Context: an optimization exercise on an open-source flow, tuned for small area, a short achievable clock period and few clock cycles per item. The choices shown serve that exercise and are no tape-out recipe.
RTL that was checked went through simulation tests only; none was proved equivalent to the original.
Only the layout flow was run in run 2; the RTL was not checked for function there.

## flow/design.v (module list and top-level ports; edited modules follow where they fit)
// module lfpd_front: 77 lines
// module lfpd_back: 330 lines
// module lfpd_istep: 857 lines
// module lfpd_dsum: 487 lines
// module line_follow_pid_drive: 95 lines
module line_follow_pid_drive (
    input  logic                                  aclk,
    input  logic                                  aresetn,
    input  logic                                  cfg_wr_en,
    input  logic [lfpd_pkg::CFG_IDX_W-1:0]        cfg_index,
    input  logic [lfpd_pkg::GAIN_W-1:0]           cfg_wdata,
    input  logic                                  s_valid,
    output logic                                  s_ready,
    input  logic [lfpd_pkg::SENSOR_W-1:0]         s_sensor_bits,
    output logic                                  m_valid,
    input  logic                                  m_ready,
    output logic signed [lfpd_pkg::DUTY_W-1:0]    m_left_duty,
    output logic signed [lfpd_pkg::DUTY_W-1:0]    m_right_duty,
    output logic                                  m_left_reverse,
    output logic                                  m_right_reverse,
    output logic                                  m_line_lost,
    output logic signed [lfpd_pkg::POS_W-1:0]     m_line_position
);
  // ...
==> flow/flow/run.sh <==
#!/bin/bash
# Standard layout with one netlist step added after synthesis: flow/invopt.py
# removes inverters around the full adders of the synthesized netlist (a full
# adder is self-dual, so complementing all of its inputs complements its
# outputs). Registers and every other cell are left as synthesis made them.
set -euo pipefail
R=orfs/results/${FLOW_PLATFORM}/line_follow_pid_drive/base
bash standard.sh synth > synth.log 2>&1
cp "$R/1_2_yosys.v" "$R/1_2_yosys.std.v"
python3 flow/invopt.py "$R/1_2_yosys.std.v" "$R/1_2_yosys.v" > invopt.log 2>&1
rm -f "$R/1_synth.odb" "$R/1_synth.sdc"
bash standard.sh > layout.log 2>&1
==> flow/flow/invopt.py <==
#!/usr/bin/env python3
"""Removes inverters around full adders in a flat sky130 gate netlist.

A full adder is self-dual: FA(~a, ~b, ~c) = (~sum, ~cout). Each FA may be
"flipped" (all inputs and outputs complemented) without changing the
function; inverters are then placed only where a net is needed in the
polarity its driver does not give. Registers and all other cells are kept.
usage: invopt.py IN.v OUT.v
"""
import re, sys
from collections import defaultdict

src = open(sys.argv[1]).read()
m = re.search(r'(module\s+(\w+)\s*\((.*?)\);)(.*?)(endmodule)', src, re.S)
header, top, body = m.group(1), m.group(2), m.group(4)

stmts = [s.strip() for s in body.split(';')]
decls, assigns, cells = [], [], []
cell_re = re.compile(r'^(sky130_fd_sc_hd__\w+)\s+(\S+)\s*\((.*)\)$', re.S)
for s in stmts:
    if not s: continue
    mm = cell_re.match(s)
    if mm:
        pins = [(p, n.strip()) for p, n in re.findall(r'\.(\w+)\(\s*((?:[^()]|\([^()]*\))*?)\s*\)', mm.group(3), re.S)]
        cells.append([mm.group(1), mm.group(2), pins])
    elif s.startswith('assign'):
        assigns.append(s)
    else:
        decls.append(s)

OUTPINS = {'X', 'Y', 'Q', 'Q_N', 'SUM', 'COUT', 'HI', 'LO'}
def is_inv(t): return re.match(r'sky130_fd_sc_hd__(inv|clkinv)_\d+$', t) is not None
def is_fa(t): return re.match(r'sky130_fd_sc_hd__fa_\d+$', t) is not None

fixed = set()
for a in assigns:
    for n in re.findall(r'[\\]?[\w\[\]\.\$]+(?:\s*\[\d+\])?', a[len('assign'):]):
        fixed.add(n.strip())
portnames = set(re.findall(r'(\w+)', m.group(3)))
# net names in decls like "output [3:0] m_line_position" -> port bits are "m_line_position[3]"
def net_is_port(n):
    base = n.split('[')[0].strip()
    return base in portnames

driver = {}
for ci, (t, name, pins) in enumerate(cells):
    for p, n in pins:
        if p in OUTPINS: driver[n] = (ci, p)

# root/parity through inverter chains
def root(n):
    par = 0
    seen = 0
    while n in driver and is_inv(cells[driver[n][0]][0]) and seen < 50:
        ci = driver[n][0]
        n = dict(cells[ci][2])['A']; par ^= 1; seen += 1
    return n, par

inv_cells = [ci for ci, c in enumerate(cells) if is_inv(c[0])]
fa_cells = [ci for ci, c in enumerate(cells) if is_fa(c[0])]
fa_idx = {ci: k for k, ci in enumerate(fa_cells)}

# loads: list of (cell index, pin, root net, parity); plus "fixed" uses of inverter outputs
loads = []
keep_inv = set()
for ci, (t, name, pins) in enumerate(cells):
    if is_inv(t): continue
    for p, n in pins:
        if p in OUTPINS: continue
        r, par = root(n)
        loads.append((ci, p, r, par))
# inverter outputs that are ports or used by assigns must stay as they are
for ci in inv_cells:
    y = dict(cells[ci][2])['Y']
    if y in fixed or net_is_port(y):
        keep_inv.add(ci)
for ci in keep_inv:
    a = dict(cells[ci][2])['A']
    r, par = root(a)
    loads.append((-1 - ci, 'A', r, par))   # a pseudo-load needing r ^ par

flip = [0] * len(fa_cells)
def gflip(net):
    d = driver.get(net)
    if d and is_fa(cells[d[0]][0]): return flip[fa_idx[d[0]]]
    return 0
def lflip(ci):
    if ci >= 0 and is_fa(cells[ci][0]): return flip[fa_idx[ci]]
    return 0

loads_by_net = defaultdict(list)
for k, (ci, p, r, par) in enumerate(loads):
    loads_by_net[r].append(k)
fa_load_nets = defaultdict(set)
for k, (ci, p, r, par) in enumerate(loads):
    if ci >= 0 and is_fa(cells[ci][0]): fa_load_nets[fa_idx[ci]].add(r)
fa_out_nets = defaultdict(set)
for ci in fa_cells:
    for p, n in cells[ci][2]:
        if p in OUTPINS: fa_out_nets[fa_idx[ci]].add(n)

def needs_inv(r):
    g = gflip(r)
    for k in loads_by_net[r]:
        ci, p, _, par = loads[k]
        if par ^ lflip(ci) ^ g: return 1
    return 0
def needs_true(r):
    g = gflip(r)
    for k in loads_by_net[r]:
        ci, p, _, par = loads[k]
        if not (par ^ lflip(ci) ^ g): return 1
    return 0
def cost_nets(nets):
    c = 0
    for r in nets:
        c += needs_inv(r)
        # a flipped FA output that is a port/fixed net needs its true value back
        if gflip(r) and (r in fixed or net_is_port(r)): c += 1
    return c

before = sum(needs_inv(r) for r in loads_by_net)
improved = True; rounds = 0
while improved and rounds < 20:
    improved = False; rounds += 1
    for k in range(len(fa_cells)):
        nets = fa_load_nets[k] | fa_out_nets[k]
        c0 = cost_nets(nets)
        flip[k] ^= 1
        c1 = cost_nets(nets)
        if c1 < c0: improved = True
        else: flip[k] ^= 1

# rewrite
newcells = []
newdecl = []
cnt = [0]
def fresh():
    cnt[0] += 1
    n = f"_invopt_{cnt[0]}_"
    newdecl.append(f"wire {n}")
    return n
# nets driven by flipped FAs that are ports/fixed: FA drives a fresh net, inverter restores
rename_out = {}
for ci in fa_cells:
    if flip[fa_idx[ci]]:
        for p, n in cells[ci][2]:
            if p in OUTPINS and (n in fixed or net_is_port(n)):
                rename_out[n] = fresh()
comp = {}   # root net -> net carrying its complement (w.r.t. the driven wire)
def wire_of(r):
    return rename_out.get(r, r)
def get_comp(r):
    if r not in comp:
        comp[r] = fresh()
        newcells.append(["sky130_fd_sc_hd__inv_1", f"_invopt_c{len(comp)}_", [("A", wire_of(r)), ("Y", comp[r])]])
    return comp[r]
for r in rename_out:
    # the true value of r = complement of the flipped FA's output wire
    newcells.append(["sky130_fd_sc_hd__inv_1", f"_invopt_p{cnt[0]}_{len(newcells)}_", [("A", rename_out[r]), ("Y", r)]])

load_map = {}
for k, (ci, p, r, par) in enumerate(loads):
    load_map[(ci, p)] = (r, par)
out_cells = []
for ci, (t, name, pins) in enumerate(cells):
    if is_inv(t) and ci not in keep_inv: continue
    newpins = []
    for p, n in pins:
        if p in OUTPINS:
            if is_fa(t) and flip[fa_idx[ci]] and n in rename_out:
                newpins.append((p, rename_out[n]))
            else:
                newpins.append((p, n))
        else:
            key = (ci, p) if not (is_inv(t) and ci in keep_inv) else (-1 - ci, 'A')
            r, par = load_map[key]
            need = par ^ lflip(ci if ci in fa_idx or is_fa(t) else -1) ^ gflip(r)
            if is_inv(t) and ci in keep_inv:
                # keep inverter: its input must be the complement of its (true) output
                need = par ^ gflip(r)
                if r in rename_out: need = par  # r itself carries the true value
                newpins.append((p, get_comp(r) if need else (r if r in rename_out else wire_of(r))))
                continue
            if r in rename_out:
                # r (restored true value) available; loads wanting true use r, inverted use FA wire
                need2 = par ^ lflip(ci)
                newpins.append((p, rename_out[r] if need2 else r))
            else:
                newpins.append((p, get_comp(r) if need else r))
    out_cells.append([t, name, newpins])
out_cells += newcells

lines = [header]
for d in decls: lines.append("  " + d + " ;")
for d in newdecl: lines.append("  " + d + " ;")
for t, name, pins in out_cells:
    pl = ",\n".join(f"    .{p}({n} )" for p, n in pins)
    lines.append(f"  {t} {name} (\n{pl}\n  );")
for a in assigns: lines.append("  " + a + " ;")
lines.append("endmodule")
open(sys.argv[2], 'w').write(src[:m.start()] + "\n".join(lines) + "\n" + src[m.end():])
after_inv = sum(1 for c in out_cells if is_inv(c[0]))
print(f"inverters: {len(inv_cells)} -> {after_inv}; flipped {sum(flip)} of {len(fa_cells)} FAs", file=sys.stderr)
==> flow/standard.sh <==
#!/bin/bash
# synth_recipe.tcl (not shown) runs the flow's synth.tcl, then flattens the netlist and writes it again
# the make line also repeats each setting of config.mk as NAME=value (left out here)
make -C /OpenROAD-flow-scripts/flow DESIGN_CONFIG=/design/flow/config.mk WORK_HOME=/design/flow/orfs CLKGATE_MAP_FILE= SYNTH_SCRIPT=/design/flow/synth_recipe.tcl "${@:-finish}"
==> flow/config.mk <==
export PLATFORM = sky130hd
export DESIGN_NAME = line_follow_pid_drive
export DESIGN_NICKNAME = line_follow_pid_drive
export VERILOG_FILES = /design/flow/design.v
export SDC_FILE = /design/flow/constraint.sdc
export NUM_CORES = 4
export LEC_CHECK = 0
export CAP_MARGIN = 20
export CORE_MARGIN = 2
export CORE_UTILIZATION = 40
export SLEW_MARGIN = 20
==> flow/constraint.sdc <==
create_clock -name core_clock -period 12.0 [get_ports {aclk}]
set_input_delay 2.4000 -clock core_clock [delete_from_list [all_inputs] [get_ports {aclk}]]
set_output_delay 2.4000 -clock core_clock [all_outputs]
set_load 0.01 [all_outputs]
==> flow_metrics.tcl, run 1 <==
set metrics [dict create \
    cts_tree "done" \
    numCtsBuffers 17 \
    antenna_cells 0 \
    post_drt_wl_per_cell_um 17.9 \
    clk_share_pct 2.46 \
    cts.htree.levels 4 \
    grt_use_met1_pct 28.4 \
    cts_setup_buffers 0 \
    hp-class "reg2reg" \
    maxSlewViolCount 0 \
    rr_worst_depth 34 \
    syn_to_final_growth_pct 8.46 \
    pin_count 53 \
    seq_area_mm2 0.00368 \
    setup_ws_ns 1.61 \
    seq_share_pct 14.9 \
    ctsHoldBuffers 0 \
    tns_ns 0 \
    insertion_delay_ns 0.44 \
    grt_pass1_vias 17998 \
    min_period_over_period_pct 86.6 \
    layout_common_cells "ha_1 (286), fa_1 (268), inv_1 (266), nand2_1 (240), a21oi_1 (141)" \
    holdPathStages 0 \
    relSlewSlack_pct 30.4 \
    antenna_found_initial 0 \
    dp.cells 3225 \
    rsz0062_at_grt "no" \
    largest_register_ffs 34 \
    final_common_cell "ha_1" \
    gr-usage-met3_pct 2.25 \
    synth.net_count 3054 \
    r2r_slack_ns 1.61 \
    status "no timing/DRC/antenna violations" \
    crit_fanout 13 \
    multi_input_area_share_pct 72.0 \
]
Testbench counts, summed over its fixed seeds: cycles 1,944, items 1,920.
==> module lfpd_back, before the edit <==
module lfpd_back (
    input  logic                                  aclk,
    input  logic                                  aresetn,
    input  lfpd_pkg::cfg_t                        cfg,
    input  logic                                  en,
    input  logic                                  in_valid,
    input  logic                                  in_lost,
    input  logic [lfpd_pkg::POS_W-1:0]            in_position,
    input  logic [lfpd_pkg::POS_W:0]              in_dpos,
    input  logic [11:0]                           in_ki_term,
    input  logic                                  in_left_rev,
    input  logic                                  in_right_rev,
    output logic                                  m_valid,
    output logic signed [lfpd_pkg::DUTY_W-1:0]    m_left_duty,
    output logic signed [lfpd_pkg::DUTY_W-1:0]    m_right_duty,
    output logic                                  m_left_reverse,
    output logic                                  m_right_reverse,
    output logic                                  m_line_lost,
    output logic signed [lfpd_pkg::POS_W-1:0]     m_line_position
);
    function automatic logic [9:0] clamp_duty(
        input logic [15:0] v,
        input logic [7:0]  lo,
        input logic [8:0]  hi,
        input logic        lo_above_hi
    );
        logic lt, gt;
        lt = v[15] || ((v[14:8] == 7'd0) && (v[7:0] < lo));
        gt = !v[15] && ((v[14:9] != 6'd0) || (v[8:0] > hi));
        if (lo_above_hi || gt)  clamp_duty = {1'b0, hi};
        else if (lt)            clamp_duty = {2'b00, lo};
        else                    clamp_duty = v[9:0];
    endfunction
    function automatic logic [2:0] tbl_p(input logic [3:0] r, input logic [2:0] m);
        case ({r, m})
            7'd21: tbl_p = 3'd1;
            7'd22: tbl_p = 3'd1;
            7'd23: tbl_p = 3'd1;
            7'd28: tbl_p = 3'd1;
            7'd29: tbl_p = 3'd1;
            7'd30: tbl_p = 3'd1;
            7'd31: tbl_p = 3'd2;
            7'd35: tbl_p = 3'd1;
            7'd36: tbl_p = 3'd1;
            7'd37: tbl_p = 3'd2;
            7'd38: tbl_p = 3'd2;
            7'd39: tbl_p = 3'd2;
            7'd42: tbl_p = 3'd1;
            7'd43: tbl_p = 3'd1;
            7'd44: tbl_p = 3'd2;
            7'd45: tbl_p = 3'd2;
            7'd46: tbl_p = 3'd3;
            7'd47: tbl_p = 3'd3;
            7'd50: tbl_p = 3'd1;
            7'd51: tbl_p = 3'd1;
            7'd52: tbl_p = 3'd2;
            7'd53: tbl_p = 3'd3;
            7'd54: tbl_p = 3'd3;
            7'd55: tbl_p = 3'd4;
            7'd58: tbl_p = 3'd1;
            7'd59: tbl_p = 3'd2;
            7'd60: tbl_p = 3'd2;
            7'd61: tbl_p = 3'd3;
            7'd62: tbl_p = 3'd4;
            7'd63: tbl_p = 3'd4;
            7'd66: tbl_p = 3'd1;
            7'd67: tbl_p = 3'd2;
            7'd68: tbl_p = 3'd3;
            7'd69: tbl_p = 3'd4;
            7'd70: tbl_p = 3'd4;
            7'd71: tbl_p = 3'd5;
            7'd74: tbl_p = 3'd1;
            7'd75: tbl_p = 3'd2;
            7'd76: tbl_p = 3'd3;
            7'd77: tbl_p = 3'd4;
            7'd78: tbl_p = 3'd5;
            7'd79: tbl_p = 3'd6;
            default: tbl_p = 3'd0;
        endcase
    endfunction
    function automatic logic [3:0] tbl_d(input logic [3:0] r, input logic [3:0] m);
        case ({r, m})
            8'd26: tbl_d = 4'd1;
            8'd27: tbl_d = 4'd1;
            8'd28: tbl_d = 4'd1;
            8'd29: tbl_d = 4'd1;
            8'd30: tbl_d = 4'd1;
            8'd37: tbl_d = 4'd1;
            8'd38: tbl_d = 4'd1;
            8'd39: tbl_d = 4'd1;
            8'd40: tbl_d = 4'd1;
            8'd41: tbl_d = 4'd1;
            8'd42: tbl_d = 4'd2;
            8'd43: tbl_d = 4'd2;
            8'd44: tbl_d = 4'd2;
            8'd45: tbl_d = 4'd2;
            8'd46: tbl_d = 4'd2;
            8'd52: tbl_d = 4'd1;
            8'd53: tbl_d = 4'd1;
            8'd54: tbl_d = 4'd1;
            8'd55: tbl_d = 4'd2;
            8'd56: tbl_d = 4'd2;
            8'd57: tbl_d = 4'd2;
            8'd58: tbl_d = 4'd3;
            8'd59: tbl_d = 4'd3;
            8'd60: tbl_d = 4'd3;
            8'd61: tbl_d = 4'd3;
            8'd62: tbl_d = 4'd4;
            8'd67: tbl_d = 4'd1;
            8'd68: tbl_d = 4'd1;
            8'd69: tbl_d = 4'd2;
            8'd70: tbl_d = 4'd2;
            8'd71: tbl_d = 4'd2;
            8'd72: tbl_d = 4'd3;
            8'd73: tbl_d = 4'd3;
            8'd74: tbl_d = 4'd4;
            8'd75: tbl_d = 4'd4;
            8'd76: tbl_d = 4'd4;
            8'd77: tbl_d = 4'd5;
            8'd78: tbl_d = 4'd5;
            8'd82: tbl_d = 4'd1;
            8'd83: tbl_d = 4'd1;
            8'd84: tbl_d = 4'd2;
            8'd85: tbl_d = 4'd2;
            8'd86: tbl_d = 4'd3;
            8'd87: tbl_d = 4'd3;
            8'd88: tbl_d = 4'd4;
            8'd89: tbl_d = 4'd4;
            8'd90: tbl_d = 4'd5;
            8'd91: tbl_d = 4'd5;
            8'd92: tbl_d = 4'd6;
            8'd93: tbl_d = 4'd6;
            8'd94: tbl_d = 4'd7;
            8'd98: tbl_d = 4'd1;
            8'd99: tbl_d = 4'd1;
            8'd100: tbl_d = 4'd2;
            8'd101: tbl_d = 4'd3;
            8'd102: tbl_d = 4'd3;
            8'd103: tbl_d = 4'd4;
            8'd104: tbl_d = 4'd4;
            8'd105: tbl_d = 4'd5;
            8'd106: tbl_d = 4'd6;
            8'd107: tbl_d = 4'd6;
            8'd108: tbl_d = 4'd7;
            8'd109: tbl_d = 4'd7;
            8'd110: tbl_d = 4'd8;
            8'd114: tbl_d = 4'd1;
            8'd115: tbl_d = 4'd2;
            8'd116: tbl_d = 4'd2;
            8'd117: tbl_d = 4'd3;
            8'd118: tbl_d = 4'd4;
            8'd119: tbl_d = 4'd4;
            8'd120: tbl_d = 4'd5;
            8'd121: tbl_d = 4'd6;
            8'd122: tbl_d = 4'd7;
            8'd123: tbl_d = 4'd7;
            8'd124: tbl_d = 4'd8;
            8'd125: tbl_d = 4'd9;
            8'd126: tbl_d = 4'd9;
            8'd130: tbl_d = 4'd1;
            8'd131: tbl_d = 4'd2;
            8'd132: tbl_d = 4'd3;
            8'd133: tbl_d = 4'd4;
            8'd134: tbl_d = 4'd4;
            8'd135: tbl_d = 4'd5;
            8'd136: tbl_d = 4'd6;
            8'd137: tbl_d = 4'd7;
            8'd138: tbl_d = 4'd8;
            8'd139: tbl_d = 4'd8;
            8'd140: tbl_d = 4'd9;
            8'd141: tbl_d = 4'd10;
            8'd142: tbl_d = 4'd11;
            8'd146: tbl_d = 4'd1;
            8'd147: tbl_d = 4'd2;
            8'd148: tbl_d = 4'd3;
            8'd149: tbl_d = 4'd4;
            8'd150: tbl_d = 4'd5;
            8'd151: tbl_d = 4'd6;
            8'd152: tbl_d = 4'd7;
            8'd153: tbl_d = 4'd8;
            8'd154: tbl_d = 4'd9;
            8'd155: tbl_d = 4'd9;
            8'd156: tbl_d = 4'd10;
            8'd157: tbl_d = 4'd11;
            8'd158: tbl_d = 4'd12;
            default: tbl_d = 4'd0;
        endcase
    endfunction
    logic                    v1;
    logic                    r1_lost, r1_lrev, r1_rrev;
    logic [3:0]              r1_pos;
    logic [4:0]              r1_dpos;
    logic [11:0]             r1_ki_term;
    logic                    v2;
    logic                    r2_lost, r2_lrev, r2_rrev;
    logic [3:0]              r2_pos;
    logic [12:0]             r2_mv;
    logic [12:0]             integral_reg;
    logic                    izero_reg;
    logic                    v3;
    logic [9:0]              r3_left, r3_right;
    logic                    r3_lrev, r3_rrev, r3_lost;
    logic [3:0]              r3_pos;
    logic [5:0]              nstep_reg;
    logic signed [8:0]       speed_diff;
    logic signed [8:0]       speed_adj;
    assign speed_diff = $signed({1'b0, cfg.top_speed}) - $signed({1'b0, cfg.floor_speed});
    assign speed_adj  = speed_diff + (speed_diff[8] ? 9'sd7 : 9'sd0);
    logic [12:0]             i_next;
    logic [12:0]             mv_next;
    logic [2:0]              pos_mag;
    logic [3:0]              dpos_mag;
    logic [10:0]             pd;
    lfpd_istep u_istep (
        .integ (integral_reg),
        .izero (izero_reg),
        .e     (r1_ki_term),
        .ki    (cfg.ki_gain),
        .pd    (pd),
        .inext (i_next),
        .mv    (mv_next)
    );
    logic [7:0]              p_qm;
    logic [8:0]              d_qm;
    logic [7:0]              p_mag;
    logic [8:0]              d_mag;
    logic [10:0]             p_ext, d_ext;
    assign pos_mag  = r1_pos[3] ? (3'd0 - r1_pos[2:0]) : r1_pos[2:0];
    assign dpos_mag = r1_dpos[4] ? (4'd0 - r1_dpos[3:0]) : r1_dpos[3:0];
    assign p_qm     = cfg.kp_q * pos_mag;
    assign d_qm     = cfg.kd_q * dpos_mag;
    assign p_mag    = p_qm + {5'd0, tbl_p(cfg.kp_r, pos_mag)};
    assign d_mag    = d_qm + {5'd0, tbl_d(cfg.kd_r, dpos_mag)};
    assign p_ext    = {3'd0, p_mag};
    assign d_ext    = {2'd0, d_mag};
    assign pd       = (r1_pos[3] ? (11'd0 - p_ext) : p_ext) + (r1_dpos[4] ? (11'd0 - d_ext) : d_ext);
    logic                    mv_neg, mv_zero;
    logic [11:0]             mvx;
    logic [15:0]             xsum, ysum;
    logic [8:0]              ceil_s;
    logic                    floor_above_ceil;
    logic [9:0]              xc, yc;
    logic [9:0]              left_next, right_next;
    assign mv_neg  = r2_mv[12];
    assign mv_zero = (r2_mv == 13'd0);
    assign mvx     = r2_mv[11:0] ^ {12{mv_neg}};
    lfpd_dsum u_dsum (
        .mvx  (mvx),
        .s    (mv_neg),
        .ns   (nstep_reg),
        .top  (cfg.top_speed),
        .ysum (ysum),
        .xsum (xsum)
    );
    assign ceil_s           = {1'b0, cfg.top_speed} + 9'd1;
    assign floor_above_ceil = ({1'b0, cfg.floor_speed} > ceil_s);
    assign xc               = clamp_duty(xsum, cfg.floor_speed, ceil_s, floor_above_ceil);
    assign yc               = clamp_duty(ysum, cfg.floor_speed, ceil_s, floor_above_ceil);
    always_comb begin
        if (r2_lost) begin
            if (r2_pos[3]) begin
                left_next  = lfpd_pkg::LOST_LEFT_LDUTY;
                right_next = lfpd_pkg::LOST_LEFT_RDUTY;
            end else begin
                left_next  = lfpd_pkg::LOST_RIGHT_LDUTY;
                right_next = lfpd_pkg::LOST_RIGHT_RDUTY;
            end
        end else if (mv_zero) begin
            left_next  = {2'b00, cfg.top_speed} - 10'd4;
            right_next = {2'b00, cfg.top_speed} + 10'd1;
        end else if (!mv_neg) begin
            left_next  = yc;
            right_next = xc;
        end else begin
            left_next  = xc;
            right_next = yc;
        end
    end
    always_ff @(posedge aclk) begin
        nstep_reg <= 6'd0 - speed_adj[8:3];
    end
    always_ff @(posedge aclk) begin
        if (!aresetn) begin
            v1           <= 1'b0;
            v2           <= 1'b0;
            v3           <= 1'b0;
            izero_reg    <= 1'b1;
        end else if (en) begin
            v1 <= in_valid;
            v2 <= v1;
            v3 <= v2;
            if (v1 && !r1_lost) begin
                izero_reg <= 1'b0;
            end
        end
    end
    always_ff @(posedge aclk) begin
        if (en && v1 && !r1_lost) begin
            integral_reg <= i_next;
        end
    end
    always_ff @(posedge aclk) begin
        if (en) begin
            r1_lost      <= in_lost;
            r1_lrev      <= in_left_rev;
            r1_rrev      <= in_right_rev;
            r1_pos       <= in_position;
            r1_dpos      <= in_dpos;
            r1_ki_term   <= in_ki_term;
            r2_lost      <= r1_lost;
            r2_lrev      <= r1_lrev;
            r2_rrev      <= r1_rrev;
            r2_pos       <= r1_pos;
            r2_mv        <= mv_next;
            r3_left      <= left_next;
            r3_right     <= right_next;
            r3_lrev      <= r2_lrev;
            r3_rrev      <= r2_rrev;
            r3_lost      <= r2_lost;
            r3_pos       <= r2_pos;
        end
    end
    assign m_valid         = v3;
    assign m_left_duty     = r3_left;
    assign m_right_duty    = r3_right;
    assign m_left_reverse  = r3_lrev;
    assign m_right_reverse = r3_rrev;
    assign m_line_lost     = r3_lost;
    assign m_line_position = r3_pos;
endmodule
==> module line_follow_pid_drive, before the edit <==
module line_follow_pid_drive (
    input  logic                                  aclk,
    input  logic                                  aresetn,
    input  logic                                  cfg_wr_en,
    input  logic [lfpd_pkg::CFG_IDX_W-1:0]        cfg_index,
    input  logic [lfpd_pkg::GAIN_W-1:0]           cfg_wdata,
    input  logic                                  s_valid,
    output logic                                  s_ready,
    input  logic [lfpd_pkg::SENSOR_W-1:0]         s_sensor_bits,
    output logic                                  m_valid,
    input  logic                                  m_ready,
    output logic signed [lfpd_pkg::DUTY_W-1:0]    m_left_duty,
    output logic signed [lfpd_pkg::DUTY_W-1:0]    m_right_duty,
    output logic                                  m_left_reverse,
    output logic                                  m_right_reverse,
    output logic                                  m_line_lost,
    output logic signed [lfpd_pkg::POS_W-1:0]     m_line_position
);
    lfpd_pkg::cfg_t  cfg_reg;
    logic [lfpd_pkg::GAIN_W-1:0] ki_front_reg;
    logic [4:0]      wdata_q;
    logic [3:0]      wdata_r;
    assign wdata_q = 5'(cfg_wdata / 8'd10);
    assign wdata_r = 4'(cfg_wdata % 8'd10);
    always_ff @(posedge aclk) begin
        if (!aresetn) begin
            cfg_reg.kp_q        <= 5'd1;
            cfg_reg.kp_r        <= 4'd0;
            cfg_reg.ki_gain     <= lfpd_pkg::KI_RESET;
            ki_front_reg        <= lfpd_pkg::KI_RESET;
            cfg_reg.kd_q        <= 5'd0;
            cfg_reg.kd_r        <= 4'd5;
            cfg_reg.top_speed   <= lfpd_pkg::MAX_RESET;
            cfg_reg.floor_speed <= lfpd_pkg::MIN_RESET;
        end else if (cfg_wr_en) begin
            unique case (cfg_index)
                lfpd_pkg::REG_KP_GAIN: begin
                    cfg_reg.kp_q <= wdata_q;
                    cfg_reg.kp_r <= wdata_r;
                end
                lfpd_pkg::REG_KI_GAIN: begin
                    cfg_reg.ki_gain <= cfg_wdata;
                    ki_front_reg    <= cfg_wdata;
                end
                lfpd_pkg::REG_KD_GAIN: begin
                    cfg_reg.kd_q <= wdata_q;
                    cfg_reg.kd_r <= wdata_r;
                end
                lfpd_pkg::REG_TOP_SPEED:   cfg_reg.top_speed   <= cfg_wdata;
                lfpd_pkg::REG_FLOOR_SPEED: cfg_reg.floor_speed <= cfg_wdata;
                default:         cfg_reg             <= cfg_reg;
            endcase
        end
    end
    logic en;
    assign en      = !m_valid || m_ready;
    assign s_ready = en;
    logic                        f_lost, f_lrev, f_rrev;
    logic [lfpd_pkg::POS_W-1:0]  f_position;
    logic [lfpd_pkg::POS_W:0]    f_dpos;
    logic [11:0]                 f_ki_term;
    lfpd_front u_front (
        .aclk          (aclk),
        .aresetn       (aresetn),
        .accept        (s_valid && en),
        .s_sensor_bits (s_sensor_bits),
        .ki_gain       (ki_front_reg),
        .lost          (f_lost),
        .position      (f_position),
        .dpos          (f_dpos),
        .ki_term       (f_ki_term),
        .left_rev      (f_lrev),
        .right_rev     (f_rrev)
    );
    lfpd_back u_back (
        .aclk            (aclk),
        .aresetn         (aresetn),
        .cfg             (cfg_reg),
        .en              (en),
        .in_valid        (s_valid),
        .in_lost         (f_lost),
        .in_position     (f_position),
        .in_dpos         (f_dpos),
        .in_ki_term      (f_ki_term),
        .in_left_rev     (f_lrev),
        .in_right_rev    (f_rrev),
        .m_valid         (m_valid),
        .m_left_duty     (m_left_duty),
        .m_right_duty    (m_right_duty),
        .m_left_reverse  (m_left_reverse),
        .m_right_reverse (m_right_reverse),
        .m_line_lost     (m_line_lost),
        .m_line_position (m_line_position)
    );
endmodule
==> run 2: changes to the inputs <==
--- a/flow/design.v
+++ b/flow/design.v
@@ -147,7 +147,7 @@
         gt = !v[15] && ((v[14:9] != 6'd0) || (v[8:0] > hi));
         if (lo_above_hi || gt)  clamp_duty = {1'b0, hi};
         else if (lt)            clamp_duty = {2'b00, lo};
-        else                    clamp_duty = v[9:0];
+        else                    clamp_duty = {1'b0, v[8:0]};   
     endfunction
     function automatic logic [2:0] tbl_p(input logic [3:0] r, input logic [2:0] m);
         case ({r, m})
@@ -457,6 +457,8 @@
 );
     logic [15:0] x;
     logic [30:0] prod, mvsum;
+    logic [7:0]  kiz;
+    assign kiz = ki & {8{~izero}};
     logic ia_t1;
     logic ia_t2;
     logic ia_t3;
@@ -879,70 +881,70 @@
     logic im_t50;
     assign ia_t1 = 1'b1 ^ ~e[11];
     assign ia_t2 = 1'b1 & ~e[11];
-    assign ia_t3 = e[5] ^ (ki[5] & integ[0] & ~izero);
-    assign ia_t4 = e[5] & (ki[5] & integ[0] & ~izero);
-    assign ia_t5 = e[6] ^ (ki[6] & integ[0] & ~izero) ^ (ki[5] & integ[1] & ~izero);
-    assign ia_t6 = (e[6] & (ki[6] & integ[0] & ~izero)) | (e[6] & (ki[5] & integ[1] & ~izero)) | ((ki[6] & integ[0] & ~izero) & (ki[5] & integ[1] & ~izero));
-    assign ia_t7 = (ki[4] & integ[2] & ~izero) ^ (ki[3] & integ[3] & ~izero);
-    assign ia_t8 = (ki[4] & integ[2] & ~izero) & (ki[3] & integ[3] & ~izero);
-    assign ia_t9 = e[7] ^ (ki[7] & integ[0] & ~izero) ^ (ki[6] & integ[1] & ~izero);
-    assign ia_t10 = (e[7] & (ki[7] & integ[0] & ~izero)) | (e[7] & (ki[6] & integ[1] & ~izero)) | ((ki[7] & integ[0] & ~izero) & (ki[6] & integ[1] & ~izero));
-    assign ia_t11 = (ki[5] & integ[2] & ~izero) ^ (ki[4] & integ[3] & ~izero) ^ (ki[3] & integ[4] & ~izero);
-    assign ia_t12 = ((ki[5] & integ[2] & ~izero) & (ki[4] & integ[3] & ~izero)) | ((ki[5] & integ[2] & ~izero) & (ki[3] & integ[4] & ~izero)) | ((ki[4] & integ[3] & ~izero) & (ki[3] & integ[4] & ~izero));
-    assign ia_t13 = (ki[2] & integ[5] & ~izero) ^ (ki[1] & integ[6] & ~izero);
-    assign ia_t14 = (ki[2] & integ[5] & ~izero) & (ki[1] & integ[6] & ~izero);
-    assign ia_t15 = e[8] ^ (ki[7] & integ[1] & ~izero) ^ (ki[6] & integ[2] & ~izero);
-    assign ia_t16 = (e[8] & (ki[7] & integ[1] & ~izero)) | (e[8] & (ki[6] & integ[2] & ~izero)) | ((ki[7] & integ[1] & ~izero) & (ki[6] & integ[2] & ~izero));
-    assign ia_t17 = (ki[5] & integ[3] & ~izero) ^ (ki[4] & integ[4] & ~izero) ^ (ki[3] & integ[5] & ~izero);
-    assign ia_t18 = ((ki[5] & integ[3] & ~izero) & (ki[4] & integ[4] & ~izero)) | ((ki[5] & integ[3] & ~izero) & (ki[3] & integ[5] & ~izero)) | ((ki[4] & integ[4] & ~izero) & (ki[3] & integ[5] & ~izero));
-    assign ia_t19 = (ki[2] & integ[6] & ~izero) ^ (ki[1] & integ[7] & ~izero) ^ (ki[0] & integ[8] & ~izero);
-    assign ia_t20 = ((ki[2] & integ[6] & ~izero) & (ki[1] & integ[7] & ~izero)) | ((ki[2] & integ[6] & ~izero) & (ki[0] & integ[8] & ~izero)) | ((ki[1] & integ[7] & ~izero) & (ki[0] & integ[8] & ~izero));
-    assign ia_t21 = e[9] ^ (ki[7] & integ[2] & ~izero) ^ (ki[6] & integ[3] & ~izero);
-    assign ia_t22 = (e[9] & (ki[7] & integ[2] & ~izero)) | (e[9] & (ki[6] & integ[3] & ~izero)) | ((ki[7] & integ[2] & ~izero) & (ki[6] & integ[3] & ~izero));
-    assign ia_t23 = (ki[5] & integ[4] & ~izero) ^ (ki[4] & integ[5] & ~izero) ^ (ki[3] & integ[6] & ~izero);
-    assign ia_t24 = ((ki[5] & integ[4] & ~izero) & (ki[4] & integ[5] & ~izero)) | ((ki[5] & integ[4] & ~izero) & (ki[3] & integ[6] & ~izero)) | ((ki[4] & integ[5] & ~izero) & (ki[3] & integ[6] & ~izero));
-    assign ia_t25 = (ki[2] & integ[7] & ~izero) ^ (ki[1] & integ[8] & ~izero) ^ (ki[0] & integ[9] & ~izero);
-    assign ia_t26 = ((ki[2] & integ[7] & ~izero) & (ki[1] & integ[8] & ~izero)) | ((ki[2] & integ[7] & ~izero) & (ki[0] & integ[9] & ~izero)) | ((ki[1] & integ[8] & ~izero) & (ki[0] & integ[9] & ~izero));
-    assign ia_t27 = e[10] ^ (ki[7] & integ[3] & ~izero) ^ (ki[6] & integ[4] & ~izero);
-    assign ia_t28 = (e[10] & (ki[7] & integ[3] & ~izero)) | (e[10] & (ki[6] & integ[4] & ~izero)) | ((ki[7] & integ[3] & ~izero) & (ki[6] & integ[4] & ~izero));
-    assign ia_t29 = (ki[5] & integ[5] & ~izero) ^ (ki[4] & integ[6] & ~izero) ^ (ki[3] & integ[7] & ~izero);
-    assign ia_t30 = ((ki[5] & integ[5] & ~izero) & (ki[4] & integ[6] & ~izero)) | ((ki[5] & integ[5] & ~izero) & (ki[3] & integ[7] & ~izero)) | ((ki[4] & integ[6] & ~izero) & (ki[3] & integ[7] & ~izero));
-    assign ia_t31 = (ki[2] & integ[8] & ~izero) ^ (ki[1] & integ[9] & ~izero) ^ (ki[0] & integ[10] & ~izero);
-    assign ia_t32 = ((ki[2] & integ[8] & ~izero) & (ki[1] & integ[9] & ~izero)) | ((ki[2] & integ[8] & ~izero) & (ki[0] & integ[10] & ~izero)) | ((ki[1] & integ[9] & ~izero) & (ki[0] & integ[10] & ~izero));
-    assign ia_t33 = (ki[7] & integ[4] & ~izero) ^ (ki[6] & integ[5] & ~izero) ^ (ki[5] & integ[6] & ~izero);
-    assign ia_t34 = ((ki[7] & integ[4] & ~izero) & (ki[6] & integ[5] & ~izero)) | ((ki[7] & integ[4] & ~izero) & (ki[5] & integ[6] & ~izero)) | ((ki[6] & integ[5] & ~izero) & (ki[5] & integ[6] & ~izero));
-    assign ia_t35 = (ki[4] & integ[7] & ~izero) ^ (ki[3] & integ[8] & ~izero) ^ (ki[2] & integ[9] & ~izero);
-    assign ia_t36 = ((ki[4] & integ[7] & ~izero) & (ki[3] & integ[8] & ~izero)) | ((ki[4] & integ[7] & ~izero) & (ki[2] & integ[9] & ~izero)) | ((ki[3] & integ[8] & ~izero) & (ki[2] & integ[9] & ~izero));
-    assign ia_t37 = (ki[1] & integ[10] & ~izero) ^ (ki[0] & integ[11] & ~izero) ^ ia_t1;
-    assign ia_t38 = ((ki[1] & integ[10] & ~izero) & (ki[0] & integ[11] & ~izero)) | ((ki[1] & integ[10] & ~izero) & ia_t1) | ((ki[0] & integ[11] & ~izero) & ia_t1);
-    assign ia_t39 = (ki[7] & integ[5] & ~izero) ^ (ki[6] & integ[6] & ~izero) ^ (ki[5] & integ[7] & ~izero);
-    assign ia_t40 = ((ki[7] & integ[5] & ~izero) & (ki[6] & integ[6] & ~izero)) | ((ki[7] & integ[5] & ~izero) & (ki[5] & integ[7] & ~izero)) | ((ki[6] & integ[6] & ~izero) & (ki[5] & integ[7] & ~izero));
-    assign ia_t41 = (ki[4] & integ[8] & ~izero) ^ (ki[3] & integ[9] & ~izero) ^ (ki[2] & integ[10] & ~izero);
-    assign ia_t42 = ((ki[4] & integ[8] & ~izero) & (ki[3] & integ[9] & ~izero)) | ((ki[4] & integ[8] & ~izero) & (ki[2] & integ[10] & ~izero)) | ((ki[3] & integ[9] & ~izero) & (ki[2] & integ[10] & ~izero));
-    assign ia_t43 = (ki[1] & integ[11] & ~izero) ^ ~(ki[0] & integ[12] & ~izero) ^ ia_t2;
-    assign ia_t44 = ((ki[1] & integ[11] & ~izero) & ~(ki[0] & integ[12] & ~izero)) | ((ki[1] & integ[11] & ~izero) & ia_t2) | (~(ki[0] & integ[12] & ~izero) & ia_t2);
-    assign ia_t45 = (ki[7] & integ[6] & ~izero) ^ (ki[6] & integ[7] & ~izero) ^ (ki[5] & integ[8] & ~izero);
-    assign ia_t46 = ((ki[7] & integ[6] & ~izero) & (ki[6] & integ[7] & ~izero)) | ((ki[7] & integ[6] & ~izero) & (ki[5] & integ[8] & ~izero)) | ((ki[6] & integ[7] & ~izero) & (ki[5] & integ[8] & ~izero));
-    assign ia_t47 = (ki[4] & integ[9] & ~izero) ^ (ki[3] & integ[10] & ~izero) ^ (ki[2] & integ[11] & ~izero);
-    assign ia_t48 = ((ki[4] & integ[9] & ~izero) & (ki[3] & integ[10] & ~izero)) | ((ki[4] & integ[9] & ~izero) & (ki[2] & integ[11] & ~izero)) | ((ki[3] & integ[10] & ~izero) & (ki[2] & integ[11] & ~izero));
-    assign ia_t49 = (ki[7] & integ[7] & ~izero) ^ (ki[6] & integ[8] & ~izero) ^ (ki[5] & integ[9] & ~izero);
-    assign ia_t50 = ((ki[7] & integ[7] & ~izero) & (ki[6] & integ[8] & ~izero)) | ((ki[7] & integ[7] & ~izero) & (ki[5] & integ[9] & ~izero)) | ((ki[6] & integ[8] & ~izero) & (ki[5] & integ[9] & ~izero));
-    assign ia_t51 = e[3] ^ (ki[3] & integ[0] & ~izero);
-    assign ia_t52 = e[3] & (ki[3] & integ[0] & ~izero);
-    assign ia_t53 = e[4] ^ (ki[4] & integ[0] & ~izero) ^ (ki[3] & integ[1] & ~izero);
-    assign ia_t54 = (e[4] & (ki[4] & integ[0] & ~izero)) | (e[4] & (ki[3] & integ[1] & ~izero)) | ((ki[4] & integ[0] & ~izero) & (ki[3] & integ[1] & ~izero));
-    assign ia_t55 = (ki[2] & integ[2] & ~izero) ^ (ki[1] & integ[3] & ~izero);
-    assign ia_t56 = (ki[2] & integ[2] & ~izero) & (ki[1] & integ[3] & ~izero);
-    assign ia_t57 = (ki[4] & integ[1] & ~izero) ^ (ki[3] & integ[2] & ~izero) ^ (ki[2] & integ[3] & ~izero);
-    assign ia_t58 = ((ki[4] & integ[1] & ~izero) & (ki[3] & integ[2] & ~izero)) | ((ki[4] & integ[1] & ~izero) & (ki[2] & integ[3] & ~izero)) | ((ki[3] & integ[2] & ~izero) & (ki[2] & integ[3] & ~izero));
-    assign ia_t59 = (ki[1] & integ[4] & ~izero) ^ (ki[0] & integ[5] & ~izero) ^ ia_t3;
-    assign ia_t60 = ((ki[1] & integ[4] & ~izero) & (ki[0] & integ[5] & ~izero)) | ((ki[1] & integ[4] & ~izero) & ia_t3) | ((ki[0] & integ[5] & ~izero) & ia_t3);
-    assign ia_t61 = (ki[2] & integ[4] & ~izero) ^ (ki[1] & integ[5] & ~izero) ^ (ki[0] & integ[6] & ~izero);
-    assign ia_t62 = ((ki[2] & integ[4] & ~izero) & (ki[1] & integ[5] & ~izero)) | ((ki[2] & integ[4] & ~izero) & (ki[0] & integ[6] & ~izero)) | ((ki[1] & integ[5] & ~izero) & (ki[0] & integ[6] & ~izero));
+    assign ia_t3 = e[5] ^ (kiz[5] & integ[0]);
+    assign ia_t4 = e[5] & (kiz[5] & integ[0]);
+    assign ia_t5 = e[6] ^ (kiz[6] & integ[0]) ^ (kiz[5] & integ[1]);
+    assign ia_t6 = (e[6] & (kiz[6] & integ[0])) | (e[6] & (kiz[5] & integ[1])) | ((kiz[6] & integ[0]) & (kiz[5] & integ[1]));
+    assign ia_t7 = (kiz[4] & integ[2]) ^ (kiz[3] & integ[3]);
+    assign ia_t8 = (kiz[4] & integ[2]) & (kiz[3] & integ[3]);
+    assign ia_t9 = e[7] ^ (kiz[7] & integ[0]) ^ (kiz[6] & integ[1]);
+    assign ia_t10 = (e[7] & (kiz[7] & integ[0])) | (e[7] & (kiz[6] & integ[1])) | ((kiz[7] & integ[0]) & (kiz[6] & integ[1]));
+    assign ia_t11 = (kiz[5] & integ[2]) ^ (kiz[4] & integ[3]) ^ (kiz[3] & integ[4]);
+    assign ia_t12 = ((kiz[5] & integ[2]) & (kiz[4] & integ[3])) | ((kiz[5] & integ[2]) & (kiz[3] & integ[4])) | ((kiz[4] & integ[3]) & (kiz[3] & integ[4]));
+    assign ia_t13 = (kiz[2] & integ[5]) ^ (kiz[1] & integ[6]);
+    assign ia_t14 = (kiz[2] & integ[5]) & (kiz[1] & integ[6]);
+    assign ia_t15 = e[8] ^ (kiz[7] & integ[1]) ^ (kiz[6] & integ[2]);
+    assign ia_t16 = (e[8] & (kiz[7] & integ[1])) | (e[8] & (kiz[6] & integ[2])) | ((kiz[7] & integ[1]) & (kiz[6] & integ[2]));
+    assign ia_t17 = (kiz[5] & integ[3]) ^ (kiz[4] & integ[4]) ^ (kiz[3] & integ[5]);
+    assign ia_t18 = ((kiz[5] & integ[3]) & (kiz[4] & integ[4])) | ((kiz[5] & integ[3]) & (kiz[3] & integ[5])) | ((kiz[4] & integ[4]) & (kiz[3] & integ[5]));
+    assign ia_t19 = (kiz[2] & integ[6]) ^ (kiz[1] & integ[7]) ^ (kiz[0] & integ[8]);
+    assign ia_t20 = ((kiz[2] & integ[6]) & (kiz[1] & integ[7])) | ((kiz[2] & integ[6]) & (kiz[0] & integ[8])) | ((kiz[1] & integ[7]) & (kiz[0] & integ[8]));
+    assign ia_t21 = e[9] ^ (kiz[7] & integ[2]) ^ (kiz[6] & integ[3]);
+    assign ia_t22 = (e[9] & (kiz[7] & integ[2])) | (e[9] & (kiz[6] & integ[3])) | ((kiz[7] & integ[2]) & (kiz[6] & integ[3]));
+    assign ia_t23 = (kiz[5] & integ[4]) ^ (kiz[4] & integ[5]) ^ (kiz[3] & integ[6]);
+    assign ia_t24 = ((kiz[5] & integ[4]) & (kiz[4] & integ[5])) | ((kiz[5] & integ[4]) & (kiz[3] & integ[6])) | ((kiz[4] & integ[5]) & (kiz[3] & integ[6]));
+    assign ia_t25 = (kiz[2] & integ[7]) ^ (kiz[1] & integ[8]) ^ (kiz[0] & integ[9]);
+    assign ia_t26 = ((kiz[2] & integ[7]) & (kiz[1] & integ[8])) | ((kiz[2] & integ[7]) & (kiz[0] & integ[9])) | ((kiz[1] & integ[8]) & (kiz[0] & integ[9]));
+    assign ia_t27 = e[10] ^ (kiz[7] & integ[3]) ^ (kiz[6] & integ[4]);
+    assign ia_t28 = (e[10] & (kiz[7] & integ[3])) | (e[10] & (kiz[6] & integ[4])) | ((kiz[7] & integ[3]) & (kiz[6] & integ[4]));
+    assign ia_t29 = (kiz[5] & integ[5]) ^ (kiz[4] & integ[6]) ^ (kiz[3] & integ[7]);
+    assign ia_t30 = ((kiz[5] & integ[5]) & (kiz[4] & integ[6])) | ((kiz[5] & integ[5]) & (kiz[3] & integ[7])) | ((kiz[4] & integ[6]) & (kiz[3] & integ[7]));
+    assign ia_t31 = (kiz[2] & integ[8]) ^ (kiz[1] & integ[9]) ^ (kiz[0] & integ[10]);
+    assign ia_t32 = ((kiz[2] & integ[8]) & (kiz[1] & integ[9])) | ((kiz[2] & integ[8]) & (kiz[0] & integ[10])) | ((kiz[1] & integ[9]) & (kiz[0] & integ[10]));
+    assign ia_t33 = (kiz[7] & integ[4]) ^ (kiz[6] & integ[5]) ^ (kiz[5] & integ[6]);
+    assign ia_t34 = ((kiz[7] & integ[4]) & (kiz[6] & integ[5])) | ((kiz[7] & integ[4]) & (kiz[5] & integ[6])) | ((kiz[6] & integ[5]) & (kiz[5] & integ[6]));
+    assign ia_t35 = (kiz[4] & integ[7]) ^ (kiz[3] & integ[8]) ^ (kiz[2] & integ[9]);
+    assign ia_t36 = ((kiz[4] & integ[7]) & (kiz[3] & integ[8])) | ((kiz[4] & integ[7]) & (kiz[2] & integ[9])) | ((kiz[3] & integ[8]) & (kiz[2] & integ[9]));
+    assign ia_t37 = (kiz[1] & integ[10]) ^ (kiz[0] & integ[11]) ^ ia_t1;
+    assign ia_t38 = ((kiz[1] & integ[10]) & (kiz[0] & integ[11])) | ((kiz[1] & integ[10]) & ia_t1) | ((kiz[0] & integ[11]) & ia_t1);
+    assign ia_t39 = (kiz[7] & integ[5]) ^ (kiz[6] & integ[6]) ^ (kiz[5] & integ[7]);
+    assign ia_t40 = ((kiz[7] & integ[5]) & (kiz[6] & integ[6])) | ((kiz[7] & integ[5]) & (kiz[5] & integ[7])) | ((kiz[6] & integ[6]) & (kiz[5] & integ[7]));
+    assign ia_t41 = (kiz[4] & integ[8]) ^ (kiz[3] & integ[9]) ^ (kiz[2] & integ[10]);
+    assign ia_t42 = ((kiz[4] & integ[8]) & (kiz[3] & integ[9])) | ((kiz[4] & integ[8]) & (kiz[2] & integ[10])) | ((kiz[3] & integ[9]) & (kiz[2] & integ[10]));
+    assign ia_t43 = (kiz[1] & integ[11]) ^ ~(kiz[0] & integ[12]) ^ ia_t2;
+    assign ia_t44 = ((kiz[1] & integ[11]) & ~(kiz[0] & integ[12])) | ((kiz[1] & integ[11]) & ia_t2) | (~(kiz[0] & integ[12]) & ia_t2);
+    assign ia_t45 = (kiz[7] & integ[6]) ^ (kiz[6] & integ[7]) ^ (kiz[5] & integ[8]);
+    assign ia_t46 = ((kiz[7] & integ[6]) & (kiz[6] & integ[7])) | ((kiz[7] & integ[6]) & (kiz[5] & integ[8])) | ((kiz[6] & integ[7]) & (kiz[5] & integ[8]));
+    assign ia_t47 = (kiz[4] & integ[9]) ^ (kiz[3] & integ[10]) ^ (kiz[2] & integ[11]);
+    assign ia_t48 = ((kiz[4] & integ[9]) & (kiz[3] & integ[10])) | ((kiz[4] & integ[9]) & (kiz[2] & integ[11])) | ((kiz[3] & integ[10]) & (kiz[2] & integ[11]));
+    assign ia_t49 = (kiz[7] & integ[7]) ^ (kiz[6] & integ[8]) ^ (kiz[5] & integ[9]);
+    assign ia_t50 = ((kiz[7] & integ[7]) & (kiz[6] & integ[8])) | ((kiz[7] & integ[7]) & (kiz[5] & integ[9])) | ((kiz[6] & integ[8]) & (kiz[5] & integ[9]));
+    assign ia_t51 = e[3] ^ (kiz[3] & integ[0]);
+    assign ia_t52 = e[3] & (kiz[3] & integ[0]);
+    assign ia_t53 = e[4] ^ (kiz[4] & integ[0]) ^ (kiz[3] & integ[1]);
+    assign ia_t54 = (e[4] & (kiz[4] & integ[0])) | (e[4] & (kiz[3] & integ[1])) | ((kiz[4] & integ[0]) & (kiz[3] & integ[1]));
+    assign ia_t55 = (kiz[2] & integ[2]) ^ (kiz[1] & integ[3]);
+    assign ia_t56 = (kiz[2] & integ[2]) & (kiz[1] & integ[3]);
+    assign ia_t57 = (kiz[4] & integ[1]) ^ (kiz[3] & integ[2]) ^ (kiz[2] & integ[3]);
+    assign ia_t58 = ((kiz[4] & integ[1]) & (kiz[3] & integ[2])) | ((kiz[4] & integ[1]) & (kiz[2] & integ[3])) | ((kiz[3] & integ[2]) & (kiz[2] & integ[3]));
+    assign ia_t59 = (kiz[1] & integ[4]) ^ (kiz[0] & integ[5]) ^ ia_t3;
+    assign ia_t60 = ((kiz[1] & integ[4]) & (kiz[0] & integ[5])) | ((kiz[1] & integ[4]) & ia_t3) | ((kiz[0] & integ[5]) & ia_t3);
+    assign ia_t61 = (kiz[2] & integ[4]) ^ (kiz[1] & integ[5]) ^ (kiz[0] & integ[6]);
+    assign ia_t62 = ((kiz[2] & integ[4]) & (kiz[1] & integ[5])) | ((kiz[2] & integ[4]) & (kiz[0] & integ[6])) | ((kiz[1] & integ[5]) & (kiz[0] & integ[6]));
     assign ia_t63 = ia_t7 ^ ia_t5 ^ ia_t4;
     assign ia_t64 = (ia_t7 & ia_t5) | (ia_t7 & ia_t4) | (ia_t5 & ia_t4);
-    assign ia_t65 = (ki[0] & integ[7] & ~izero) ^ ia_t13 ^ ia_t11;
-    assign ia_t66 = ((ki[0] & integ[7] & ~izero) & ia_t13) | ((ki[0] & integ[7] & ~izero) & ia_t11) | (ia_t13 & ia_t11);
+    assign ia_t65 = (kiz[0] & integ[7]) ^ ia_t13 ^ ia_t11;
+    assign ia_t66 = ((kiz[0] & integ[7]) & ia_t13) | ((kiz[0] & integ[7]) & ia_t11) | (ia_t13 & ia_t11);
     assign ia_t67 = ia_t9 ^ ia_t8 ^ ia_t6;
     assign ia_t68 = (ia_t9 & ia_t8) | (ia_t9 & ia_t6) | (ia_t8 & ia_t6);
     assign ia_t69 = ia_t19 ^ ia_t17 ^ ia_t15;
@@ -965,24 +967,24 @@
     assign ia_t86 = (ia_t43 & ia_t41) | (ia_t43 & ia_t39) | (ia_t41 & ia_t39);
     assign ia_t87 = ia_t38 ^ ia_t36 ^ ia_t34;
     assign ia_t88 = (ia_t38 & ia_t36) | (ia_t38 & ia_t34) | (ia_t36 & ia_t34);
-    assign ia_t89 = ~(ki[1] & integ[12] & ~izero) ^ ia_t47 ^ ia_t45;
-    assign ia_t90 = (~(ki[1] & integ[12] & ~izero) & ia_t47) | (~(ki[1] & integ[12] & ~izero) & ia_t45) | (ia_t47 & ia_t45);
+    assign ia_t89 = ~(kiz[1] & integ[12]) ^ ia_t47 ^ ia_t45;
+    assign ia_t90 = (~(kiz[1] & integ[12]) & ia_t47) | (~(kiz[1] & integ[12]) & ia_t45) | (ia_t47 & ia_t45);
     assign ia_t91 = ia_t44 ^ ia_t42 ^ ia_t40;
     assign ia_t92 = (ia_t44 & ia_t42) | (ia_t44 & ia_t40) | (ia_t42 & ia_t40);
-    assign ia_t93 = (ki[4] & integ[10] & ~izero) ^ (ki[3] & integ[11] & ~izero) ^ ~(ki[2] & integ[12] & ~izero);
-    assign ia_t94 = ((ki[4] & integ[10] & ~izero) & (ki[3] & integ[11] & ~izero)) | ((ki[4] & integ[10] & ~izero) & ~(ki[2] & integ[12] & ~izero)) | ((ki[3] & integ[11] & ~izero) & ~(ki[2] & integ[12] & ~izero));
+    assign ia_t93 = (kiz[4] & integ[10]) ^ (kiz[3] & integ[11]) ^ ~(kiz[2] & integ[12]);
+    assign ia_t94 = ((kiz[4] & integ[10]) & (kiz[3] & integ[11])) | ((kiz[4] & integ[10]) & ~(kiz[2] & integ[12])) | ((kiz[3] & integ[11]) & ~(kiz[2] & integ[12]));
     assign ia_t95 = ia_t49 ^ ia_t48 ^ ia_t46;
     assign ia_t96 = (ia_t49 & ia_t48) | (ia_t49 & ia_t46) | (ia_t48 & ia_t46);
-    assign ia_t97 = (ki[7] & integ[8] & ~izero) ^ (ki[6] & integ[9] & ~izero) ^ (ki[5] & integ[10] & ~izero);
-    assign ia_t98 = ((ki[7] & integ[8] & ~izero) & (ki[6] & integ[9] & ~izero)) | ((ki[7] & integ[8] & ~izero) & (ki[5] & integ[10] & ~izero)) | ((ki[6] & integ[9] & ~izero) & (ki[5] & integ[10] & ~izero));
-    assign ia_t99 = (ki[4] & integ[11] & ~izero) ^ ~(ki[3] & integ[12] & ~izero) ^ ia_t50;
-    assign ia_t100 = ((ki[4] & integ[11] & ~izero) & ~(ki[3] & integ[12] & ~izero)) | ((ki[4] & integ[11] & ~izero) & ia_t50) | (~(ki[3] & integ[12] & ~izero) & ia_t50);
-    assign ia_t101 = e[2] ^ (ki[2] & integ[0] & ~izero);
-    assign ia_t102 = e[2] & (ki[2] & integ[0] & ~izero);
-    assign ia_t103 = (ki[2] & integ[1] & ~izero) ^ (ki[1] & integ[2] & ~izero) ^ (ki[0] & integ[3] & ~izero);
-    assign ia_t104 = ((ki[2] & integ[1] & ~izero) & (ki[1] & integ[2] & ~izero)) | ((ki[2] & integ[1] & ~izero) & (ki[0] & integ[3] & ~izero)) | ((ki[1] & integ[2] & ~izero) & (ki[0] & integ[3] & ~izero));
-    assign ia_t105 = (ki[0] & integ[4] & ~izero) ^ ia_t55 ^ ia_t53;
-    assign ia_t106 = ((ki[0] & integ[4] & ~izero) & ia_t55) | ((ki[0] & integ[4] & ~izero) & ia_t53) | (ia_t55 & ia_t53);
+    assign ia_t97 = (kiz[7] & integ[8]) ^ (kiz[6] & integ[9]) ^ (kiz[5] & integ[10]);
+    assign ia_t98 = ((kiz[7] & integ[8]) & (kiz[6] & integ[9])) | ((kiz[7] & integ[8]) & (kiz[5] & integ[10])) | ((kiz[6] & integ[9]) & (kiz[5] & integ[10]));
+    assign ia_t99 = (kiz[4] & integ[11]) ^ ~(kiz[3] & integ[12]) ^ ia_t50;
+    assign ia_t100 = ((kiz[4] & integ[11]) & ~(kiz[3] & integ[12])) | ((kiz[4] & integ[11]) & ia_t50) | (~(kiz[3] & integ[12]) & ia_t50);
+    assign ia_t101 = e[2] ^ (kiz[2] & integ[0]);
+    assign ia_t102 = e[2] & (kiz[2] & integ[0]);
+    assign ia_t103 = (kiz[2] & integ[1]) ^ (kiz[1] & integ[2]) ^ (kiz[0] & integ[3]);
+    assign ia_t104 = ((kiz[2] & integ[1]) & (kiz[1] & integ[2])) | ((kiz[2] & integ[1]) & (kiz[0] & integ[3])) | ((kiz[1] & integ[2]) & (kiz[0] & integ[3]));
+    assign ia_t105 = (kiz[0] & integ[4]) ^ ia_t55 ^ ia_t53;
+    assign ia_t106 = ((kiz[0] & integ[4]) & ia_t55) | ((kiz[0] & integ[4]) & ia_t53) | (ia_t55 & ia_t53);
     assign ia_t107 = ia_t59 ^ ia_t57 ^ ia_t56;
     assign ia_t108 = (ia_t59 & ia_t57) | (ia_t59 & ia_t56) | (ia_t57 & ia_t56);
     assign ia_t109 = ia_t63 ^ ia_t61 ^ ia_t60;
@@ -1005,10 +1007,10 @@
     assign ia_t126 = (ia_t95 & ia_t93) | (ia_t95 & ia_t92) | (ia_t93 & ia_t92);
     assign ia_t127 = ia_t99 ^ ia_t97 ^ ia_t96;
     assign ia_t128 = (ia_t99 & ia_t97) | (ia_t99 & ia_t96) | (ia_t97 & ia_t96);
-    assign ia_t129 = e[1] ^ (ki[1] & integ[0] & ~izero);
-    assign ia_t130 = e[1] & (ki[1] & integ[0] & ~izero);
-    assign ia_t131 = (ki[1] & integ[1] & ~izero) ^ (ki[0] & integ[2] & ~izero) ^ ia_t101;
-    assign ia_t132 = ((ki[1] & integ[1] & ~izero) & (ki[0] & integ[2] & ~izero)) | ((ki[1] & integ[1] & ~izero) & ia_t101) | ((ki[0] & integ[2] & ~izero) & ia_t101);
+    assign ia_t129 = e[1] ^ (kiz[1] & integ[0]);
+    assign ia_t130 = e[1] & (kiz[1] & integ[0]);
+    assign ia_t131 = (kiz[1] & integ[1]) ^ (kiz[0] & integ[2]) ^ ia_t101;
+    assign ia_t132 = ((kiz[1] & integ[1]) & (kiz[0] & integ[2])) | ((kiz[1] & integ[1]) & ia_t101) | ((kiz[0] & integ[2]) & ia_t101);
     assign ia_t133 = ia_t51 ^ ia_t103 ^ ia_t102;
     assign ia_t134 = (ia_t51 & ia_t103) | (ia_t51 & ia_t102) | (ia_t103 & ia_t102);
     assign ia_t135 = ia_t52 ^ ia_t105 ^ ia_t104;
@@ -1035,7 +1037,7 @@
     assign ia_t156 = (ia_t90 & ia_t125) | (ia_t90 & ia_t124) | (ia_t125 & ia_t124);
     assign ia_t157 = ia_t94 ^ ia_t127 ^ ia_t126;
     assign ia_t158 = (ia_t94 & ia_t127) | (ia_t94 & ia_t126) | (ia_t127 & ia_t126);
-    assign x = {ia_t156, ia_t154, ia_t152, ia_t150, ia_t148, ia_t146, ia_t144, ia_t142, ia_t140, ia_t138, ia_t136, ia_t134, ia_t132, ia_t130, ia_t129, (ki[0] & integ[0] & ~izero)} + {ia_t157, ia_t155, ia_t153, ia_t151, ia_t149, ia_t147, ia_t145, ia_t143, ia_t141, ia_t139, ia_t137, ia_t135, ia_t133, ia_t131, (ki[0] & integ[1] & ~izero), e[0]};
+    assign x = {ia_t156, ia_t154, ia_t152, ia_t150, ia_t148, ia_t146, ia_t144, ia_t142, ia_t140, ia_t138, ia_t136, ia_t134, ia_t132, ia_t130, ia_t129, (kiz[0] & integ[0])} + {ia_t157, ia_t155, ia_t153, ia_t151, ia_t149, ia_t147, ia_t145, ia_t143, ia_t141, ia_t139, ia_t137, ia_t135, ia_t133, ia_t131, (kiz[0] & integ[1]), e[0]};
     assign ib_t1 = 1'b1 ^ x[1];
     assign ib_t2 = 1'b1 & x[1];
     assign ib_t3 = x[0] ^ x[1];
@@ -1810,7 +1812,6 @@
     output logic signed [lfpd_pkg::POS_W-1:0]     m_line_position
 );
     lfpd_pkg::cfg_t  cfg_reg;
-    logic [lfpd_pkg::GAIN_W-1:0] ki_front_reg;
     logic [4:0]      wdata_q;
     logic [3:0]      wdata_r;
     assign wdata_q = 5'(cfg_wdata / 8'd10);
@@ -1820,7 +1821,6 @@
             cfg_reg.kp_q        <= 5'd1;
             cfg_reg.kp_r        <= 4'd0;
             cfg_reg.ki_gain     <= lfpd_pkg::KI_RESET;
-            ki_front_reg        <= lfpd_pkg::KI_RESET;
             cfg_reg.kd_q        <= 5'd0;
             cfg_reg.kd_r        <= 4'd5;
             cfg_reg.top_speed   <= lfpd_pkg::MAX_RESET;
@@ -1831,10 +1831,7 @@
                     cfg_reg.kp_q <= wdata_q;
                     cfg_reg.kp_r <= wdata_r;
                 end
-                lfpd_pkg::REG_KI_GAIN: begin
-                    cfg_reg.ki_gain <= cfg_wdata;
-                    ki_front_reg    <= cfg_wdata;
-                end
+                lfpd_pkg::REG_KI_GAIN:     cfg_reg.ki_gain     <= cfg_wdata;
                 lfpd_pkg::REG_KD_GAIN: begin
                     cfg_reg.kd_q <= wdata_q;
                     cfg_reg.kd_r <= wdata_r;
@@ -1857,7 +1854,7 @@
         .aresetn       (aresetn),
         .accept        (s_valid && en),
         .s_sensor_bits (s_sensor_bits),
-        .ki_gain       (ki_front_reg),
+        .ki_gain       (cfg_reg.ki_gain),
         .lost          (f_lost),
         .position      (f_position),
         .dpos          (f_dpos),
--- a/flow/config.mk
+++ b/flow/config.mk
@@ -8,4 +8,5 @@
 export CAP_MARGIN = 20
 export CORE_MARGIN = 2
 export CORE_UTILIZATION = 40
+export SETUP_SLACK_MARGIN = 3
 export SLEW_MARGIN = 20
==> run 2 against run 1 <==
  * Via count decreased by 0.65%
  * Largest cell class unchanged
  * Sequential share of layout area fell by 0.58 points
  * Area after synthesis is 1.3% lower
  * Still clean
  * Highest routed layer is now met5
==> flow_metrics.tcl, run 2 <==
set metrics [dict create \
    path_class "reg2reg" \
    holdPathStages 0 \
    tns_ns 0 \
    place_congestion 0.870 \
    crit_fanout 6 \
    ctsHoldBuffers 0 \
    drt_iter0_markers 966 \
    grt_max_degree 71 \
    place_hpwl_mm 45.8 \
    r2r_slack_ns 3.06 \
    r2r_start "u_back.izero_reg" \
    post_drt_wl_per_cell_um 17.6 \
    numPortBuffers 51 \
    gr-usage-all-layers_pct 20.2 \
    hp-start "u_back.r2_lrev" \
    synth.net_count 3009 \
    cts_tree "done" \
    clock-sinks 141 \
    drive_above_1_share_pct 10.6 \
    slowest_stage "fa_1" \
    fin_cells 3267 \
    use_met2_pct 34.7 \
    finalSetupViolCount 0 \
    maxSlewViolCount 0 \
    antenna_found_initial 1 \
    grt_use_met1_pct 26.8 \
    syn_inst 2431 \
    critPathTopFamily "adder cells" \
    required_ns 12.19 \
    maxCapViolCount 0 \
    status "no timing/DRC/antenna violations" \
    rsz0062_at_grt "yes" \
    grt_pass1_vias 17975 \
    drt_pass1_iterations 5 \
    min_period_over_period_pct 74.5 \
    worst_slew_pin_slew_ns 1.07 \
    cts_root_buf "clkbuf_16" \
    syn_area_mm2 0.0224 \
    cp_num_buf_inv 4 \
    placeableCoreArea_mm2 0.0552 \
    start_kind "register" \
    cp_common_cell "fa_1" \
    ys_warn_count 3 \
    hold_path_end "u_back.r3_lrev" \
    finalHoldViolCount 0 \
    die_w_um 241 \
    final_common_cell "ha_1" \
    layout_min_cycle_time_ns 8.94 \
    dp.cells 3164 \
    endpoint_kind "register" \
    clockBufferDepth 2 \
    clock_skew_ns 0.0125 \
    holdWs_ns 0.420 \
    syn_area_per_cell_um2 9.22 \
    layout_common_cells "ha_1 (269), fa_1 (258), nand2_1 (252), inv_1 (246), and2_1 (134)" \
    via_per_inst 5.36 \
    cpPeakStageDelay_ns 0.59 \
    die_h_um 241 \
    insertion_delay_ns 0.45 \
    pin_count 53 \
    grt_pass1_wl_mm 93.5 \
    fmax_mhz 112 \
    rows 86 \
    fillerInstances 5222 \
    antenna_left 0 \
    grt_overflow 0 \
    syn_to_final_growth_pct 13.8 \
    relSlewSlack_pct 28.7 \
    cts.reportedPaths.clkPinSlew_ns 0.07 \
    nets 3084 \
    antenna_cells 0 \
    largest_register_ffs 42 \
    cts.htree.levels 4 \
    top_usage_layer "met2" \
    initial_utilization_pct 40.6 \
    rr_worst_depth 30 \
    hp-class "reg2reg" \
    vias 17509 \
    wirelength_mm 57.6 \
    timing.rr.end "u_back.r2_mv[12]" \
    numCtsBuffers 17 \
    drc 0 \
    die_area_mm2 0.0580 \
    gr-usage-met3_pct 3.24 \
    crit_arrival_ns 9.13 \
]
run 2: worst max path at each step:
| stage | startpoint | to | slack, ns | cells after the start |
|---|---|---|---|---|
| 6_report | u_back.izero_reg | u_back.r2_mv[12] | 3.06 | 30 |
| 4_1_cts | u_back.izero_reg | u_back.r2_mv[12] | 2.97 | 32 |
| 5_1_grt | u_back.izero_reg | u_back.integral_reg[11] | 2.76 | 36 |
| 3_5_place_dp | cfg_reg[25] | u_back.integral_reg[11] | 1.80 | 27 |
| 2_1_floorplan | cfg_reg[27] | u_back.integral_reg[11] | 3.00 | 34 |
| 3_3_place_gp | cfg_reg[25] | u_back.integral_reg[11] | 1.99 | 27 |
run 2: routing by layer:
layer	part of all wire, %	up-vias	wire (um)
met5	0.021	-	12
met4	2.1	2	1190
met3	4.6	71	2630
met2	49	379	28200
met1	44	8625	25500
li1	-	8432	-
run 2: final cells by class:
cell class	instances	area, um^2	share of cell area (%)
clock buffers	18	450	1.77
inverters	254	958	3.76
well taps	748	936	3.67
repair buffers	132	1170	4.59
flip-flops and latches	141	3670	14.4
clock inverters	14	116	0.456
multi-input cells	1960	18200	71.4
run 2: per-stage QoR:
stage	util [%]	instance area (um^2)	setup WS, ns
6_report	46.2	25500	3.06
5_1_grt	46.2	25500	2.76
4_1_cts	45.3	25000	2.97
3_5_place_dp	43.1	23800	1.80
3_3_place_gp	43.1	23800	1.99
2_1_floorplan	-	22600	3.00
run 2: what timing repair did:
item,CTS,global route
resized for setup,74,59
setup endpoints to repair,22,15
pin swaps,39,60
cloned,4,0
buffers inserted,39,28

## afterwards: timing with drivers on the ports
In the flow no input, the clock included, has a driving cell. The finished layouts below were timed again as built, in two steps. Step 1, drivers: a clkbuf_16 drives aclk and a buf_2 each remaining input, both assumed. Step 2 times the ports against the registers' clock, not the clock port: input delays grow and output delays shrink by t, the midpoint of the rising clock arrivals with the driver on. Slacks: ideal ports / drivers / drivers and shift; pairs: ideal ports / drivers.
| run | t, ns | setup WS [ns] | worst setup path at the end | worst data-port slew with drivers (ns) | pins driven straight from the clock port |
|---|---|---|---|---|---|
| run 1 | 0.490 | 1.611 / 1.611 / 1.611 | register to register | 0.08 | 1 |
| run 2 | 0.491 | 3.055 / 3.055 / 3.055 | register to register | 0.04 | 1 |
After both steps every run listed still meets setup and hold.
